Background: an optimization exercise with open tools, aiming at a short achievable clock period and few clock cycles per item. Do not read the settings as production practice. Function was not checked in any run shown here: the RTL went through the layout flow alone. Power and IR drop assume default switching activity.

**design/flow/design.v**
```verilog
`default_nettype none
package axi_wr_pkg;
    localparam int ADDR_W   = 32;
    localparam int DATA_W   = 32;
    localparam int STRB_W   = DATA_W / 8;
    localparam int ID_W     = 4;
    localparam int LEN_W    = 8;
    localparam int SIZE_W   = 3;
    localparam int MAX_SIZE = 2;
    localparam int PAGE_BIT = 12;
    localparam int AW_DEPTH = 2;
    localparam int W_DEPTH  = 2;
    localparam int B_DEPTH  = 4;
    localparam int AW_W  = ID_W + ADDR_W + LEN_W + SIZE_W + 2;
    localparam int W_W   = DATA_W + STRB_W + 1;
    localparam int B_W   = ID_W + 2;
    localparam int MEM_W = ID_W + ADDR_W + DATA_W + STRB_W + 1;
    typedef enum logic [1:0] {
        FIXED = 2'b00,
        INCR  = 2'b01,
        WRAP  = 2'b10,
        RSVD  = 2'b11
    } burst_e;
    typedef enum logic [1:0] {
        OKAY   = 2'b00,
        SLVERR = 2'b10
    } resp_e;
    typedef struct packed {
        logic [ID_W-1:0]   id;
        logic [ADDR_W-1:0] addr;
        logic [LEN_W-1:0]  len;
        logic [SIZE_W-1:0] size;
        burst_e            burst;
    } aw_cmd_t;
    typedef struct packed {
        logic [DATA_W-1:0] data;
        logic [STRB_W-1:0] strb;
        logic              last;
    } w_beat_t;
    typedef struct packed {
        logic [ID_W-1:0] id;
        resp_e           resp;
    } b_resp_t;
    typedef struct packed {
        logic [ID_W-1:0]     id;
        logic [ADDR_W-1:0]   addr;
        logic                len0;
        logic                len1;
        logic [LEN_W-1:0]    lenm1;
        logic [PAGE_BIT-1:0] lo1;
        logic [6:0]          mask;
        logic                fixed;
        logic                serr;
    } cmd_dec_t;
    localparam int DEC_W = ID_W + ADDR_W + 2 + LEN_W + PAGE_BIT + 7 + 2;
    typedef struct packed {
        logic [ID_W-1:0]   id;
        logic [ADDR_W-1:0] addr;
        logic [DATA_W-1:0] data;
        logic [STRB_W-1:0] strb;
        logic              last;
    } mem_wr_t;
endpackage
`default_nettype wire
`timescale 1ns/1ps
`default_nettype none
module sync_fifo #(
    parameter int WIDTH = 8,
    parameter int DEPTH = 4
) (
    input  wire logic             clk,
    input  wire logic             rst_n,
    input  wire logic             push,
    input  wire logic [WIDTH-1:0] din,
    output logic                  ready,
    input  wire logic             pop,
    output logic      [WIDTH-1:0] dout,
    output logic                  nempty
);
    localparam int PW = (DEPTH > 1) ? $clog2(DEPTH) : 1;
    localparam int CW = $clog2(DEPTH + 1);
    logic [WIDTH-1:0] mem [DEPTH];
    logic [PW-1:0]    wr_ptr;
    logic [PW-1:0]    rd_ptr;
    logic [CW-1:0]    count;
    logic             ready_q;
    logic             nempty_q;
    assign ready  = ready_q;
    assign nempty = nempty_q;
    assign dout   = mem[rd_ptr];
    always_ff @(posedge clk) begin
        if (push) mem[wr_ptr] <= din;
    end
    always_ff @(posedge clk or negedge rst_n) begin
        if (!rst_n) begin
            wr_ptr   <= '0;
            rd_ptr   <= '0;
            count    <= '0;
            ready_q  <= 1'b0;
            nempty_q <= 1'b0;
        end else begin
            if (push) wr_ptr <= (wr_ptr == PW'(DEPTH - 1)) ? '0 : wr_ptr + 1'b1;
            if (pop)  rd_ptr <= (rd_ptr == PW'(DEPTH - 1)) ? '0 : rd_ptr + 1'b1;
            case ({push, pop})
                2'b10:   count <= count + 1'b1;
                2'b01:   count <= count - 1'b1;
                default: count <= count;
            endcase
            ready_q  <= (count <= CW'(DEPTH - 2)) ||
                        ((count == CW'(DEPTH - 1)) && (!push || pop)) ||
                        ((count == CW'(DEPTH)) && pop);
            nempty_q <= (count >= CW'(2)) ||
                        ((count == CW'(1)) && (!pop || push)) ||
                        ((count == CW'(0)) && push);
        end
    end
endmodule
`default_nettype wire
`timescale 1ns/1ps
`default_nettype none
module aw_decode (
    input  wire axi_wr_pkg::aw_cmd_t            cmd,
    output axi_wr_pkg::cmd_dec_t                dec
);
    localparam int PB = axi_wr_pkg::PAGE_BIT;
    logic [PB-1:0] low_mask;
    logic [PB-1:0] filled;
    logic [PB:0]   stepped;
    always_comb begin
        low_mask = ~({PB{1'b1}} << cmd.size);
        filled   = cmd.addr[PB-1:0] | low_mask;
        stepped  = {1'b0, filled} + 1'b1;
        dec.id    = cmd.id;
        dec.addr  = cmd.addr;
        dec.len0  = (cmd.len == 8'd0);
        dec.len1  = (cmd.len == 8'd1);
        dec.lenm1 = cmd.len - 1'b1;
        dec.mask  = low_mask[6:0];
        dec.fixed = (cmd.burst == axi_wr_pkg::FIXED);
        dec.serr  = (cmd.size > axi_wr_pkg::SIZE_W'(axi_wr_pkg::MAX_SIZE));
        if (dec.fixed)        dec.lo1 = cmd.addr[PB-1:0] & ~low_mask;
        else if (stepped[PB]) dec.lo1 = cmd.addr[PB-1:0];
        else                  dec.lo1 = stepped[PB-1:0];
    end
endmodule
`default_nettype wire
`timescale 1ns/1ps
`default_nettype none
module burst_engine (
    input  wire logic                      clk,
    input  wire logic                      rst_n,
    input  wire axi_wr_pkg::cmd_dec_t      cmd,
    input  wire logic                      cmd_nempty,
    output logic                           cmd_pop,
    input  wire axi_wr_pkg::w_beat_t       beat,
    input  wire logic                      beat_nempty,
    output logic                           beat_pop,
    output axi_wr_pkg::mem_wr_t            mem,
    output logic                           mem_we,
    input  wire logic                      mem_ready,
    input  wire logic                      can_start,
    output logic                           start,
    output logic                           resp_push,
    output logic                           resp_size_err,
    output logic [axi_wr_pkg::ID_W-1:0]    resp_id
);
    localparam int PB = axi_wr_pkg::PAGE_BIT;
    localparam int AW = axi_wr_pkg::ADDR_W;
    logic                              act_q;
    logic [axi_wr_pkg::ID_W-1:0]       id_q;
    logic [AW-1:PB]                    hi_q;
    logic [PB-1:0]                     lo_q;
    logic [axi_wr_pkg::LEN_W-1:0]      rem_q;
    logic                              rz_q;
    logic [6:0]                        mask_q;
    logic                              fixed_q;
    logic                              serr_q;
    axi_wr_pkg::mem_wr_t               mem_q;
    logic                              mem_we_q;
    logic                              mlast_q;
    logic                              mserr_q;
    logic                              adv;
    logic                              avail;
    logic                              issue;
    logic [PB-1:0]                     filled;
    logic [PB:0]                       stepped;
    assign adv      = !mem_we_q || mem_ready;
    assign avail    = beat_nempty && (act_q || (cmd_nempty && can_start));
    assign issue    = adv && avail;
    assign start    = issue && !act_q;
    assign cmd_pop  = start;
    assign beat_pop = issue;
    assign mem           = mem_q;
    assign mem_we        = mem_we_q;
    assign resp_push     = mem_we_q && mem_ready && mlast_q;
    assign resp_size_err = mserr_q;
    assign resp_id       = mem_q.id;
    assign filled  = lo_q | {5'd0, mask_q};
    assign stepped = {1'b0, filled} + 1'b1;
    always_ff @(posedge clk or negedge rst_n) begin
        if (!rst_n) act_q <= 1'b0;
        else if (issue) act_q <= act_q ? !rz_q : !cmd.len0;
    end
    always_ff @(posedge clk) begin
        if (issue) begin
            if (act_q) begin
                if (!fixed_q && !stepped[PB]) lo_q <= stepped[PB-1:0];
                rem_q <= rem_q - 1'b1;
                rz_q  <= (rem_q == 8'd1);
            end else begin
                id_q    <= cmd.id;
                hi_q    <= cmd.addr[AW-1:PB];
                lo_q    <= cmd.lo1;
                rem_q   <= cmd.lenm1;
                rz_q    <= cmd.len1;
                mask_q  <= cmd.mask;
                fixed_q <= cmd.fixed;
                serr_q  <= cmd.serr;
            end
        end
    end
    always_ff @(posedge clk or negedge rst_n) begin
        if (!rst_n) mem_we_q <= 1'b0;
        else if (adv) mem_we_q <= avail;
    end
    always_ff @(posedge clk) begin
        if (adv) begin
            mem_q.id   <= act_q ? id_q : cmd.id;
            mem_q.addr <= act_q ? {hi_q, lo_q} : cmd.addr;
            mem_q.data <= beat.data;
            mem_q.strb <= beat.strb;
            mem_q.last <= beat.last;
            mlast_q    <= act_q ? rz_q : cmd.len0;
            mserr_q    <= act_q ? serr_q : cmd.serr;
        end
    end
endmodule
`default_nettype wire
`timescale 1ns/1ps
`default_nettype none
module wresp_gen (
    input  wire logic                        clk,
    input  wire logic                        rst_n,
    input  wire logic                        start,
    output logic                             can_start,
    input  wire logic                        push,
    input  wire logic                        size_err,
    input  wire logic [axi_wr_pkg::ID_W-1:0] id,
    output axi_wr_pkg::b_resp_t              b,
    output logic                             b_valid,
    input  wire logic                        b_ready
);
    localparam int CAP = axi_wr_pkg::B_DEPTH + 1;
    localparam int OW  = $clog2(CAP + 1);
    axi_wr_pkg::b_resp_t new_resp;
    axi_wr_pkg::b_resp_t q_head;
    axi_wr_pkg::b_resp_t b_q;
    logic                b_valid_q;
    logic                q_nempty;
    logic                q_push;
    logic                q_pop;
    logic                take;
    logic                b_pop;
    logic [OW-1:0]       out_q;
    always_comb begin
        new_resp.id   = id;
        new_resp.resp = size_err ? axi_wr_pkg::SLVERR : axi_wr_pkg::OKAY;
    end
    assign b         = b_q;
    assign b_valid   = b_valid_q;
    assign b_pop     = b_valid_q && b_ready;
    assign take      = !b_valid_q || b_ready;
    assign q_pop     = take && q_nempty;
    assign q_push    = push && (q_nempty || !take);
    assign can_start = (out_q < OW'(CAP));
    sync_fifo #(
        .WIDTH (axi_wr_pkg::B_W),
        .DEPTH (axi_wr_pkg::B_DEPTH)
    ) u_b_fifo (
        .clk    (clk),
        .rst_n  (rst_n),
        .push   (q_push),
        .din    (new_resp),
        .ready  (),
        .pop    (q_pop),
        .dout   (q_head),
        .nempty (q_nempty)
    );
    always_ff @(posedge clk or negedge rst_n) begin
        if (!rst_n) begin
            b_valid_q <= 1'b0;
            out_q     <= '0;
        end else begin
            if (take) b_valid_q <= q_nempty || push;
            case ({start, b_pop})
                2'b10:   out_q <= out_q + 1'b1;
                2'b01:   out_q <= out_q - 1'b1;
                default: out_q <= out_q;
            endcase
        end
    end
    always_ff @(posedge clk) begin
        if (take) b_q <= q_nempty ? q_head : new_resp;
    end
endmodule
`default_nettype wire
`timescale 1ns/1ps
`default_nettype none
module axi_wr_slave (
    input  wire logic                  clk,
    input  wire logic                  rst_n,
    input  wire axi_wr_pkg::aw_cmd_t   aw,
    input  wire logic                  aw_valid,
    output logic                       aw_ready,
    input  wire axi_wr_pkg::w_beat_t   w,
    input  wire logic                  w_valid,
    output logic                       w_ready,
    output axi_wr_pkg::b_resp_t        b,
    output logic                       b_valid,
    input  wire logic                  b_ready,
    output axi_wr_pkg::mem_wr_t        mem,
    output logic                       mem_we,
    input  wire logic                  mem_ready
);
    axi_wr_pkg::aw_cmd_t           aw_q;
    axi_wr_pkg::cmd_dec_t          aw_dec;
    axi_wr_pkg::cmd_dec_t          aw_head;
    logic                          aw_v;
    logic                          aw_v_nxt;
    logic                          aw_ready_q;
    logic                          aw_push;
    logic                          aw_move;
    logic                          dec_ready;
    axi_wr_pkg::w_beat_t           w_head;
    logic                          aw_nempty;
    logic                          aw_pop;
    logic                          w_nempty;
    logic                          w_pop;
    logic                          can_start;
    logic                          start;
    logic                          resp_push;
    logic                          resp_size_err;
    logic [axi_wr_pkg::ID_W-1:0]   resp_id;
    assign aw_ready = aw_ready_q;
    assign aw_push  = aw_valid && aw_ready_q;
    assign aw_move  = aw_v && dec_ready;
    assign aw_v_nxt = aw_push || (aw_v && !aw_move);
    always_ff @(posedge clk or negedge rst_n) begin
        if (!rst_n) begin
            aw_v       <= 1'b0;
            aw_ready_q <= 1'b0;
        end else begin
            aw_v       <= aw_v_nxt;
            aw_ready_q <= !aw_v_nxt;
        end
    end
    always_ff @(posedge clk) begin
        if (aw_push) aw_q <= aw;
    end
    aw_decode u_aw_decode (
        .cmd (aw_q),
        .dec (aw_dec)
    );
    sync_fifo #(
        .WIDTH (axi_wr_pkg::DEC_W),
        .DEPTH (axi_wr_pkg::AW_DEPTH)
    ) u_aw_fifo (
        .clk    (clk),
        .rst_n  (rst_n),
        .push   (aw_move),
        .din    (aw_dec),
        .ready  (dec_ready),
        .pop    (aw_pop),
        .dout   (aw_head),
        .nempty (aw_nempty)
    );
    sync_fifo #(
        .WIDTH (axi_wr_pkg::W_W),
        .DEPTH (axi_wr_pkg::W_DEPTH)
    ) u_w_fifo (
        .clk    (clk),
        .rst_n  (rst_n),
        .push   (w_valid && w_ready),
        .din    (w),
        .ready  (w_ready),
        .pop    (w_pop),
        .dout   (w_head),
        .nempty (w_nempty)
    );
    burst_engine u_burst_engine (
        .clk           (clk),
        .rst_n         (rst_n),
        .cmd           (aw_head),
        .cmd_nempty    (aw_nempty),
        .cmd_pop       (aw_pop),
        .beat          (w_head),
        .beat_nempty   (w_nempty),
        .beat_pop      (w_pop),
        .mem           (mem),
        .mem_we        (mem_we),
        .mem_ready     (mem_ready),
        .can_start     (can_start),
        .start         (start),
        .resp_push     (resp_push),
        .resp_size_err (resp_size_err),
        .resp_id       (resp_id)
    );
    wresp_gen u_wresp_gen (
        .clk       (clk),
        .rst_n     (rst_n),
        .start     (start),
        .can_start (can_start),
        .push      (resp_push),
        .size_err  (resp_size_err),
        .id        (resp_id),
        .b         (b),
        .b_valid   (b_valid),
        .b_ready   (b_ready)
    );
endmodule
`default_nettype wire
```
**design/flow/run.sh**
```bash
#!/bin/bash
# synth_recipe.tcl (not shown) runs the flow's synth.tcl, then flattens the netlist and writes it again
# the make line also repeats each setting of config.mk as NAME=value (left out here)
make -C /OpenROAD-flow-scripts/flow DESIGN_CONFIG=/design/flow/config.mk WORK_HOME=/design/flow/orfs CLKGATE_MAP_FILE= SYNTH_SCRIPT=/design/flow/synth_recipe.tcl finish
```
**design/flow/config.mk**
```make
export PLATFORM = sky130hd
export DESIGN_NAME = axi_wr_slave
export DESIGN_NICKNAME = axi_wr_slave
export VERILOG_FILES = /design/flow/design.v
export SDC_FILE = /design/flow/constraint.sdc
export NUM_CORES = 4
export LEC_CHECK = 0
export ABC_CLOCK_PERIOD_IN_PS = 1800
export CAP_MARGIN = 20
export CORE_MARGIN = 2
export CORE_UTILIZATION = 40
export SETUP_SLACK_MARGIN = 3.5
export SLEW_MARGIN = 20
```
**design/flow/constraint.sdc**
```tcl
create_clock -name core_clock -period 5.5 [get_ports {clk}]
set_input_delay 1.1000 -clock core_clock [delete_from_list [all_inputs] [get_ports {clk}]]
set_output_delay 1.1000 -clock core_clock [all_outputs]
set_load 0.01 [all_outputs]
```
==> flow_summary.yaml, run 1 <==
status:
  status: "no timing/DRC/antenna violations"
timing:
  finalClockSkew_ns: 0.0183
  worst_slew_margin_rel: 0.473
  max_slew.worst_pin.slew_ns: 0.791
  final_hold_viol_count: 0
  number_of_setup_violations_in_the_final_report: 0
  fmax_ghz: 0.437
  period_share: 0.416
  period_minus_slack_ns: 2.29
  slew_violations: 0
  fin_tns_setup_ns: 0
  rsz0062_at_grt: "yes"
  fin_ws_ns: 3.21
global_route:
  first_global_vias: 9022
  grt_start_max_net_pins: 83
  grt_first_pass_wirelength_um: 50500
  grt_util_all_layers: 0.149
  grt-ovfl-total: 0
  grt_antenna_before_repair: 0
cts:
  cts_buffer_depth: 3
  clk_pin_slew_worst_paths_ns: 0.06
  cts_root_buf: "sky130_fd_sc_hd__clkbuf_16"
  clock_latency_ns: 0.56
  cts_made_buffers: 46
  clock_sinks: 439
  tritoncts_clock_tree: "done"
  hold_bufs_inserted_after_cts: 0
  cts_htree_levels: 2
cells_and_area:
  finalNetCount: 1344
  area_growth_syn_to_layout_pct: 27.3
  layout.cells.non_filler: 1793
  drive_gt1_frac: 0.320
  fillerInstances: 3457
  finish.utilization: 0.514
  antenna_cells: 0
detailed_routing:
  drt_pass1_iterations: 5
  drtIter0Drc: 650
  via_cell_ratio: 4.87
  drt-total-wl_um: 32400
  dr_total_vias: 8730
  detail_route.wl_per_cell_um: 18.0
  ant_nets: 0
  remaining_drcs: 0
setup_path:
  critical-path-top-delay-family: "flip-flops"
  critical_path.max_fanout: 1
  worst-r2r-cell-count: 11
  critical_path.cell_chain: "buf_2"
  critical_path.n_buffers_inverters: 1
  worstSetupPathDepth: 1
  worst-endpoint-required_ns: 4.40
  cp_slowest_cell: "sky130_fd_sc_hd__edfxtp_1"
  max_stage_delay_ns: 0.45
  timing.critical_path.to_type: "output pin"
  timing.critical_path.from_type: "flop"
  worst_ep_arrival_time_ns: 1.19
  timing_worst_setup_path_type: "reg -> out"
pwr:
  power-per-cell-area_mw_per_mm2: 564
  finalPower_mw: 12.1
  vdd_ir_drop_max_mv: 0.244
  cellLeakagePower_nw: 7.73
yosys:
  most_instantiated_library_cell_after_synthesis: "sky130_fd_sc_hd__edfxtp_1"
  synth_seq_area_share: 0.772
  synth_top_area_cell: "sky130_fd_sc_hd__edfxtp_1"
  synth_cell_area_sq_mm: 0.0169
  synth_commonest_cells: "sky130_fd_sc_hd__edfxtp_1 (411), sky130_fd_sc_hd__mux2_2 (96), sky130_fd_sc_hd__nand2_1 (52)"
  async_flop_share: 0.0638
  yosysWarningCount: 7
  fraction_of_synthesized_cell_area_taken_by_the_top_area_cell_type: 0.730
  syn_inst: 954
  mapped_avg_cell_area_sq_um: 17.7
  synthDistinctLibCells: 57
  synth-seq-cells: 439
  synth_top_cells_by_area: "sky130_fd_sc_hd__edfxtp_1 (73%), sky130_fd_sc_hd__mux2_2 (6.4%), sky130_fd_sc_hd__dfrtp_1 (4.1%), sky130_fd_sc_hd__ha_1 (2.1%), sky130_fd_sc_hd__mux2i_1 (1.9%)"
  number_of_enable_type_register_cells_in_the_synthesized_netlist: 411
  synth_ff_type: "sky130_fd_sc_hd__edfxtp_1"
  mappedNetlistNets: 1075
placed_design:
  numPlacedInstances: 1645
  dp_worst_setup_slack_ns: 1.88
  finalWeightedCongestion: 0.761
  post-dp-hpwl_um: 19400
  port_buffers: 173
floorplan:
  core_area_sq_mm: 0.0419
  die-area_sq_mm: 0.0439
  die_w_um: 210
  floorplan.die.height_um: 210
  ioPinCount: 175
  placementRows: 75
  start_util: 0.404
flow_run:
  cap_violations: 0
hold_path:
  hp-class: "reg -> reg"
  hold_path_depth: 0
-- stage by stage --
stage	hold WS (ns)	instance area [sq um]
after floorplan	0.421	17100
after global placement	0.423	19400
after detailed placement	0.433	19500
after CTS	0.446	21300
after global routing	0.456	21500
final	0.444	21500
-- logic make-up after synthesis --
kind of cell,share of synthesized area
muxes,0.0896
and+or+nand+nor,0.0449
buffers and inverters,0.0166
AOI/OAI and AO/OA,0.0374
adders and majority gates,0.0219
xor gates and xnor gates,0.0176
other,0.000222
DFF,0.772
-- per-layer routing --
| metal | wire length (um) | GRT usage | part of all wire | up-vias |
|---|---|---|---|---|
| li1 | - | - | - | 4175 |
| met1 | 14400 | 0.200 | 0.45 | 4304 |
| met2 | 15800 | 0.246 | 0.49 | 209 |
| met3 | 1580 | 0.0301 | 0.049 | 42 |
| met4 | 602 | 0.0470 | 0.019 | 0 |
| met5 | 0 | 0 | 0 | - |
-- power breakdown --
| part | total, mW | switching (mW) | internal (mW) |
|---|---|---|---|
| logic | 3.49 | 1.87 | 1.62 |
| registers | 5.57 | 0.488 | 5.08 |
| clock network | 3.08 | 1.22 | 1.86 |
| total | 12.1 | 3.58 | 8.55 |
-- repair_timing --
action / 4_1_cts / 5_1_grt
resized for setup: 393 / 24
pin swaps: 25 / 16
setup buffers: 51 / 14
endpoints found under the setup margin: 491 / 266
cloned: 4 / 0
-- layout by cell type (no fill, tap or decap), drive strengths merged, types with 6 or more instances in the layout --
cell / n
xor2: 17
clkinv: 11
dfrtp: 28
mux2: 96
and3: 6
o21ai: 51
nor3: 8
clkbuf: 55
nor2: 28
nand2: 52
edfxtp: 411
buf: 158
ha: 28
clkinvlp: 8
clkdlybuf4s50: 88
a21oi: 13
nor4: 6
a211oi: 11
nor2b: 13
xnor2: 17
nand3: 9
and2: 7
inv: 36
mux2i: 32
bufinv: 6
-- state kept, by name, indices dropped and copies added, names as in the netlist, 2 cells and up --
| signal | count |
|---|---|
| u_wresp_gen.u_b_fifo.rd_ptr | 2 |
| u_aw_fifo.count | 2 |
| u_burst_engine.rem_q | 8 |
| u_wresp_gen.u_b_fifo.count | 3 |
| u_aw_fifo.mem | 134 |
| u_burst_engine.mem_q | 73 |
| u_burst_engine.lo_q | 12 |
| u_burst_engine.hi_q | 20 |
| aw_q | 49 |
| u_w_fifo.count | 2 |
| u_burst_engine.mask_q | 7 |
| u_wresp_gen.out_q | 3 |
| u_wresp_gen.u_b_fifo.wr_ptr | 2 |
| u_w_fifo.mem | 74 |
| u_burst_engine.id_q | 4 |
| u_wresp_gen.b_q | 5 |
| u_wresp_gen.u_b_fifo.mem | 20 |
-- area by class of cell --
class	instances	area, sq um	area share
multi-input combinational	450	4020	0.187
inverter	36	151	0.00703
timing repair buffer	249	2120	0.0985
clock buffer	55	1220	0.0565
sequential	439	13100	0.606
timing repair inverter	1	7.51	0.000349
tap	539	674	0.0313
clock inverter	24	287	0.0133
-- path summary, 6_finish.rpt --
| check | to | startpoint | slack (ns) |
|---|---|---|---|
| setup reg to reg | u_wresp_gen.out_q[2] | u_wresp_gen.out_q[0] | 3.36 |
| hold / removal | u_aw_fifo.mem[0][54] | aw_q[36] | 0.44 |
| setup / recovery | mem[38] | u_burst_engine.mem_q[38] | 3.21 |
| hold reg to reg | u_aw_fifo.mem[0][54] | aw_q[36] | 0.44 |
| min in group asynchronous | u_wresp_gen.u_b_fifo.count[1] | rst_n | 0.96 |
| max in group asynchronous | u_w_fifo.ready_q | rst_n | 4.23 |
==> run 2: changes to the inputs <==
--- a/design/flow/config.mk
+++ b/design/flow/config.mk
@@ -9,5 +9,7 @@
 export CAP_MARGIN = 20
 export CORE_MARGIN = 2
 export CORE_UTILIZATION = 40
+export CTS_CLUSTER_DIAMETER = 100
+export CTS_CLUSTER_SIZE = 25
 export SETUP_SLACK_MARGIN = 3.5
 export SLEW_MARGIN = 20
==> flow_summary.yaml, run 2 <==
status:
  status: "no timing/DRC/antenna violations"
cells_and_area:
  finalNetCount: 1322
  drive_gt1_frac: 0.293
  largest-register: "u_aw_fifo.mem"
  antenna_cells: 0
  area_growth_syn_to_layout_pct: 21.9
  most-common-layout-cells: "sky130_fd_sc_hd__edfxtp_1 (411), sky130_fd_sc_hd__mux2_2 (93), sky130_fd_sc_hd__clkdlybuf4s50_1 (88), sky130_fd_sc_hd__buf_2 (79), sky130_fd_sc_hd__buf_4 (59)"
  layout.cells.non_filler: 1755
  largest_reg_flops: 134
  fillerInstances: 3538
  layout_top_registers: "u_aw_fifo.mem (134), u_w_fifo.mem (74), u_burst_engine.mem_q (73)"
  final_common_cell: "sky130_fd_sc_hd__edfxtp_1"
  finish.utilization: 0.492
setup_path:
  cp_slowest_cell: "sky130_fd_sc_hd__edfxtp_1"
  worstSetupPathDepth: 1
  timing_worst_setup_path_type: "reg -> out"
  critical_path.n_buffers_inverters: 1
  timing.critical_path.from_type: "flop"
  critical_path.max_fanout: 1
  worst-r2r-cell-count: 11
  critical_path.cell_chain: "buf_2"
  max_stage_delay_ns: 0.46
  timing.critical_path.to_type: "output pin"
  worst-endpoint-required_ns: 4.40
  worst_ep_arrival_time_ns: 1.18
  critical-path-top-delay-family: "flip-flops"
pwr:
  power-per-cell-area_mw_per_mm2: 523
  vdd_ir_drop_max_mv: 0.259
  cellLeakagePower_nw: 7.30
yosys:
  most_instantiated_library_cell_after_synthesis: "sky130_fd_sc_hd__edfxtp_1"
  fraction_of_synthesized_cell_area_taken_by_the_top_area_cell_type: 0.730
  synth_commonest_cells: "sky130_fd_sc_hd__edfxtp_1 (411), sky130_fd_sc_hd__mux2_2 (96), sky130_fd_sc_hd__nand2_1 (52)"
  synth_top_area_cell: "sky130_fd_sc_hd__edfxtp_1"
  number_of_enable_type_register_cells_in_the_synthesized_netlist: 411
  yosysWarningCount: 7
  synth_seq_area_share: 0.772
  synth_ff_type: "sky130_fd_sc_hd__edfxtp_1"
  async_flop_share: 0.0638
  synth-seq-cells: 439
  mappedNetlistNets: 1075
  syn_inst: 954
  synthDistinctLibCells: 57
  mapped_avg_cell_area_sq_um: 17.7
  synth_top_cells_by_area: "sky130_fd_sc_hd__edfxtp_1 (73%), sky130_fd_sc_hd__mux2_2 (6.4%), sky130_fd_sc_hd__dfrtp_1 (4.1%), sky130_fd_sc_hd__ha_1 (2.1%), sky130_fd_sc_hd__mux2i_1 (1.9%)"
  synth_cell_area_sq_mm: 0.0169
floorplan:
  placementRows: 75
  ioPinCount: 175
  start_util: 0.404
  core_area_sq_mm: 0.0419
  floorplan.die.height_um: 210
  die_w_um: 210
  die-area_sq_mm: 0.0439
timing:
  max_slew.worst_pin.slew_ns: 0.800
  period_minus_slack_ns: 2.28
  fin_tns_setup_ns: 0
  period_share: 0.414
  worst_slew_margin_rel: 0.466
  slew_violations: 0
  final_hold_viol_count: 0
  rsz0062_at_grt: "yes"
  number_of_setup_violations_in_the_final_report: 0
  finalClockSkew_ns: 0.0160
  fin_ws_ns: 3.22
  fmax_ghz: 0.439
cts:
  clk_pin_slew_worst_paths_ns: 0.10
  clock_sinks: 439
  cts_buffer_depth: 3
  cts_htree_levels: 1
  tritoncts_clock_tree: "done"
  cts_made_buffers: 21
  cts_root_buf: "sky130_fd_sc_hd__clkbuf_16"
  clock_latency_ns: 0.54
detailed_routing:
  detail_route.wl_per_cell_um: 18.1
  via_cell_ratio: 4.86
  remaining_drcs: 0
  drt-total-wl_um: 31800
  ant_nets: 0
  dr_total_vias: 8530
  drt_pass1_iterations: 6
  drtIter0Drc: 643
global_route:
  grt_util_all_layers: 0.143
  grt_antenna_before_repair: 0
  first_global_vias: 8771
  grt_start_max_net_pins: 83
  grt-ovfl-total: 0
  grt_first_pass_wirelength_um: 49400
hold_path:
  hp-class: "reg -> reg"
  hold_path_depth: 0
flow_run:
  cap_violations: 0
placed_design:
  dp_worst_setup_slack_ns: 1.88
  numPlacedInstances: 1645
  post-dp-hpwl_um: 19400
  finalWeightedCongestion: 0.761
  port_buffers: 173
-- run 2: cells by family (layout without fill, tap and decap cells) --
kind of cell,after synthesis,in the layout,share of synthesized area
adder cells (fa/ha/maj),29,29,0.0219
AO/OA/AOI/OAI,101,101,0.0374
AND/OR/NAND/NOR,150,152,0.0449
XOR/XNOR,34,34,0.0176
buffers and inverters,67,327,0.0166
other,1,1,0.000222
multiplexers,133,133,0.0896
flip-flops,439,439,0.772
-- run 2: power by group --
group          switching (mW)  internal, mW  total [mW]  leakage [nW]
Sequential              0.457          5.07        5.53          4.19
Combinational            1.90          1.62        3.52          2.82
Clock                   0.985         0.738        1.72         0.288
-- run 2: metal layers --
layer  wire (um)  up-vias  track usage
met5           0        -            0
met4         338        0       0.0235
met3        1430       23       0.0212
met2       15700      169        0.245
met1       14400     4243        0.200
li1            -     4095            -
-- run 2: timing repair --
action	4_1_cts	5_1_grt
hold buffers	0	0
gates resized for setup	390	18
setup buffers	50	18
pin swaps	20	19
endpoints found under the setup margin	491	228
gates cloned	4	0
-- run 2: final cells by class --
class                           instances  area [sq um]  area share
Sequential cell                       439         13100       0.633
Multi-Input combinational cell        450          3980       0.193
Timing Repair Buffer                  252          2130       0.103
Tap cell                              539           674      0.0327
Clock buffer                           36           582      0.0282
Inverter                               36           151     0.00735
Clock inverter                          2          25.0     0.00121
Timing Repair inverter                  1          7.51    0.000364
-- run 2: stage by stage --
step                      total power, mW  hold slack, ns  instance area (sq um)
final                                10.8           0.454                  20600
after global routing                 11.4           0.466                  20600
after CTS                            10.8           0.455                  20400
after detailed placement             8.91           0.433                  19500
after global placement               8.82           0.423                  19400
after floorplan                      7.54           0.421                  17100
-- run 2: worst paths after layout --
| path | endpoint | slack, ns | start |
|---|---|---|---|
| max | mem[38] | 3.22 | u_burst_engine.mem_q[38] |
| min | u_aw_fifo.mem[1][66] | 0.45 | aw_q[48] |
| max reg2reg | u_wresp_gen.out_q[2] | 3.34 | u_wresp_gen.out_q[0] |
| min reg2reg | u_aw_fifo.mem[1][66] | 0.45 | aw_q[48] |
| max in group asynchronous | u_aw_fifo.rd_ptr | 4.22 | rst_n |
| min in group asynchronous | u_wresp_gen.u_b_fifo.rd_ptr[0] | 0.97 | rst_n |
-- run 2: worst register-to-register path: stages, from the launching register on --
cell and delay [ns]:
sky130_fd_sc_hd__dfrtp_1 0.40, sky130_fd_sc_hd__o21ai_1 0.15, sky130_fd_sc_hd__a21o_1 0.21, sky130_fd_sc_hd__nand3_4 0.10, sky130_fd_sc_hd__nor2_4 0.15, sky130_fd_sc_hd__buf_12 0.13, sky130_fd_sc_hd__inv_6 0.03, sky130_fd_sc_hd__ha_4 0.15
sky130_fd_sc_hd__fa_2 0.35, sky130_fd_sc_hd__xnor2_2 0.15, sky130_fd_sc_hd__nor2_2 0.13, sky130_fd_sc_hd__xor2_1 0.14
==> run 3: changes to the inputs <==
--- a/design/flow/config.mk
+++ b/design/flow/config.mk
@@ -8,8 +8,8 @@
 export ABC_CLOCK_PERIOD_IN_PS = 1800
 export CAP_MARGIN = 20
 export CORE_MARGIN = 2
-export CORE_UTILIZATION = 40
-export CTS_CLUSTER_DIAMETER = 100
-export CTS_CLUSTER_SIZE = 25
+export CORE_UTILIZATION = 60
+export CTS_CLUSTER_DIAMETER = 60
+export CTS_CLUSTER_SIZE = 30
 export SETUP_SLACK_MARGIN = 3.5
 export SLEW_MARGIN = 20
==> flow_summary.yaml, run 3 <==
pwr:
  power-per-cell-area_mw_per_mm2: 552
  vdd_ir_drop_max_mv: 0.413
  finalPower_mw: 11.5
  cellLeakagePower_nw: 7.50
cells_and_area:
  largest-register: "u_aw_fifo.mem"
  layout.cells.non_filler: 1611
  finalNetCount: 1329
  antenna_cells: 0
  area_growth_syn_to_layout_pct: 23.0
  most-common-layout-cells: "sky130_fd_sc_hd__edfxtp_1 (411), sky130_fd_sc_hd__mux2_2 (93), sky130_fd_sc_hd__clkdlybuf4s50_1 (88), sky130_fd_sc_hd__buf_2 (78), sky130_fd_sc_hd__buf_4 (60)"
  drive_gt1_frac: 0.308
  layout_top_registers: "u_aw_fifo.mem (134), u_w_fifo.mem (74), u_burst_engine.mem_q (73)"
  largest_reg_flops: 134
  finish.utilization: 0.748
  final_common_cell: "sky130_fd_sc_hd__edfxtp_1"
cts:
  tritoncts_clock_tree: "done"
  cts_htree_levels: 1
  cts_buffer_depth: 3
  cts_root_buf: "sky130_fd_sc_hd__clkbuf_16"
  clk_pin_slew_worst_paths_ns: 0.10
  clock_sinks: 439
  cts_made_buffers: 31
  clock_latency_ns: 0.59
  hold_bufs_inserted_after_cts: 0
placed_design:
  numPlacedInstances: 1483
  port_buffers: 173
  finalWeightedCongestion: 0.749
  post-dp-hpwl_um: 17900
detailed_routing:
  drtIter0Drc: 689
  remaining_drcs: 0
  drt_pass1_iterations: 5
  detail_route.wl_per_cell_um: 19.5
  via_cell_ratio: 5.46
  dr_total_vias: 8793
  ant_nets: 0
  drt-total-wl_um: 31400
setup_path:
  timing_worst_setup_path_type: "reg -> out"
  worst-r2r-setup-slack_ns: 3.33
  critPathLaunch: "u_burst_engine.mem_q[39]"
  worst-r2r-cell-count: 8
  critical-path-top-delay-family: "flip-flops"
  critical_path.n_buffers_inverters: 1
  start_of_the_worst_register_to_register_path: "aw_q[4]"
  max_stage_delay_ns: 0.44
  setup.worst_path.end: "mem[39]"
  timing.critical_path.to_type: "output pin"
  worst-endpoint-required_ns: 4.40
  cp_slowest_cell: "sky130_fd_sc_hd__edfxtp_1"
  rr_endpoint: "u_aw_fifo.mem[0][9]"
  worstSetupPathDepth: 1
  worst_ep_arrival_time_ns: 1.20
  critical_path.max_fanout: 1
  critical_path.cell_chain: "buf_2"
  timing.critical_path.from_type: "flop"
yosys:
  synth_cell_area_sq_mm: 0.0169
  synth_seq_area_share: 0.772
  syn_inst: 954
  synth_ff_type: "sky130_fd_sc_hd__edfxtp_1"
  mapped_avg_cell_area_sq_um: 17.7
  synth_commonest_cells: "sky130_fd_sc_hd__edfxtp_1 (411), sky130_fd_sc_hd__mux2_2 (96), sky130_fd_sc_hd__nand2_1 (52)"
  mappedNetlistNets: 1075
  async_flop_share: 0.0638
  synthDistinctLibCells: 57
  synth-seq-cells: 439
  most_instantiated_library_cell_after_synthesis: "sky130_fd_sc_hd__edfxtp_1"
  number_of_enable_type_register_cells_in_the_synthesized_netlist: 411
  yosysWarningCount: 7
  fraction_of_synthesized_cell_area_taken_by_the_top_area_cell_type: 0.730
  synth_top_cells_by_area: "sky130_fd_sc_hd__edfxtp_1 (73%), sky130_fd_sc_hd__mux2_2 (6.4%), sky130_fd_sc_hd__dfrtp_1 (4.1%), sky130_fd_sc_hd__ha_1 (2.1%), sky130_fd_sc_hd__mux2i_1 (1.9%)"
  synth_top_area_cell: "sky130_fd_sc_hd__edfxtp_1"
floorplan:
  start_util: 0.608
  core_area_sq_mm: 0.0278
  ioPinCount: 175
  floorplan.die.height_um: 172
  placementRows: 61
  die-area_sq_mm: 0.0295
  die_w_um: 172
timing:
  fin_tns_setup_ns: 0
  final_hold_viol_count: 0
  rsz0062_at_grt: "yes"
  period_share: 0.418
  period_minus_slack_ns: 2.30
  number_of_setup_violations_in_the_final_report: 0
  max_slew.worst_pin.slew_ns: 0.940
  worst_slew_margin_rel: 0.373
  fin_hold_ws_ns: 0.445
  fmax_ghz: 0.435
  slew_violations: 0
  finalClockSkew_ns: 0.0278
global_route:
  first_global_vias: 8669
  grt_start_max_net_pins: 78
  grt-ovfl-total: 0
  grt_antenna_before_repair: 0
  grt_first_pass_wirelength_um: 47100
  grt_util_all_layers: 0.210
flow_run:
  cap_violations: 0
status:
  status: "no timing/DRC/antenna violations"
hold_path:
  hp-class: "reg -> reg"
run 3: worst reg2reg max path, cell delays in order, from the launching register on:
cell	delay [ns]
sky130_fd_sc_hd__edfxtp_1	0.41
sky130_fd_sc_hd__buf_6	0.15
sky130_fd_sc_hd__or3_4	0.40
sky130_fd_sc_hd__nor2_4	0.11
sky130_fd_sc_hd__inv_2	0.05
sky130_fd_sc_hd__ha_4	0.20
sky130_fd_sc_hd__nand4_1	0.23
sky130_fd_sc_hd__o21ai_1	0.13
sky130_fd_sc_hd__a22o_1	0.24
run 3: worst min path at each step:
| stage | startpoint | endpoint | depth (start not counted) |
|---|---|---|---|
| 2_1_floorplan | aw_q[25] | u_aw_fifo.mem[0][43] | 0 |
| 5_1_grt | aw_q[48] | u_aw_fifo.mem[0][66] | 0 |
| 6_report | aw_q[48] | u_aw_fifo.mem[0][66] | 0 |
| 4_1_cts | aw_q[48] | u_aw_fifo.mem[0][66] | 0 |
| 3_5_place_dp | aw_q[29] | u_aw_fifo.mem[0][47] | 0 |
| 3_3_place_gp | aw_q[39] | u_aw_fifo.mem[0][57] | 0 |
run 3: layer usage:
metal / part of all wire / wire length, um / track usage
met5: 0 / 0 / 0
met4: 0.030 / 936 / 0.0676
met3: 0.059 / 1840 / 0.0336
met2: 0.49 / 15300 / 0.350
met1: 0.42 / 13300 / 0.287
run 3: area by class of cell:
class | count | area (sq um)
clock buffer | 32 | 779
clock inverter | 26 | 374
fill | 1692 | 6990
inverter | 36 | 148
multi-input combinational | 450 | 3920
sequential | 439 | 13100
tap | 378 | 473
timing repair buffer | 247 | 2020
timing repair inverter | 3 | 22.5
run 3: what timing repair did:
item	CTS	global route
buffers inserted	50	13
gates resized for setup	365	24
setup endpoints to repair	422	143
pin swaps	15	11
gates cloned	7	0
run 3: where the power goes:
part	switching (mW)	internal, mW	leakage (nW)	total (mW)
sequential	0.491	5.07	4.19	5.56
combinational	1.86	1.56	2.76	3.42
clock	1.30	1.20	0.555	2.50
total	3.65	7.83	7.50	11.5
run 3: cells by family (layout without fill, tap and decap cells):
| family | after synthesis | in the layout | synth area share |
|---|---|---|---|
| AOI/OAI and AO/OA | 101 | 101 | 0.0374 |
| xor gates and xnor gates | 34 | 34 | 0.0176 |
| and+or+nand+nor | 150 | 152 | 0.0449 |
| muxes | 133 | 133 | 0.0896 |
| DFF | 439 | 439 | 0.772 |
| buffers and inverters | 67 | 344 | 0.0166 |
| adders and majority gates | 29 | 29 | 0.0219 |
| other | 1 | 1 | 0.000222 |
run 3: through the flow:
step	setup slack [ns]	cell area, sq um
2_1_floorplan	1.87	17100
3_3_place_gp	1.98	19200
3_5_place_dp	1.93	19200
4_1_cts	3.17	20600
5_1_grt	3.17	20800
6_report	3.20	20800

separate check: timing with driven ports:
In the flow no input, the clock included, has a driving cell. The finished layouts below were timed again as built, in two steps.
Step 1: set_driving_cell puts a clkbuf_16 on clk and a buf_2 on each other input, an assumption about the parent block.
Step 2 moves the port delays by t, midway between the first and last clock arrival at a register: inputs arrive t later, outputs are due t later. That takes back most of the time a late clock gives input paths.
a / b / c = ideal ports / drivers / drivers and shift; a / b = the first two.
run | shift t [ns] | setup slack, ns | worst setup path after step 2 | latest minus earliest clock arrival (ns) | pins driven straight from the clock port
run 1 | 0.599 | 3.211 / 3.161 / 2.728 | input to register | 0.019 / 0.019 | 1
run 2 | 0.579 | 3.223 / 3.173 / 2.725 | input to register | 0.017 / 0.017 | 1
run 3 | 0.629 | 3.203 / 3.152 / 2.771 | input to register | 0.030 / 0.029 | 1
After both steps every run listed still meets setup and hold. The setup slack of run 2, which loses most, moves by -0.050 ns with the drivers and by -0.498 ns with both steps.
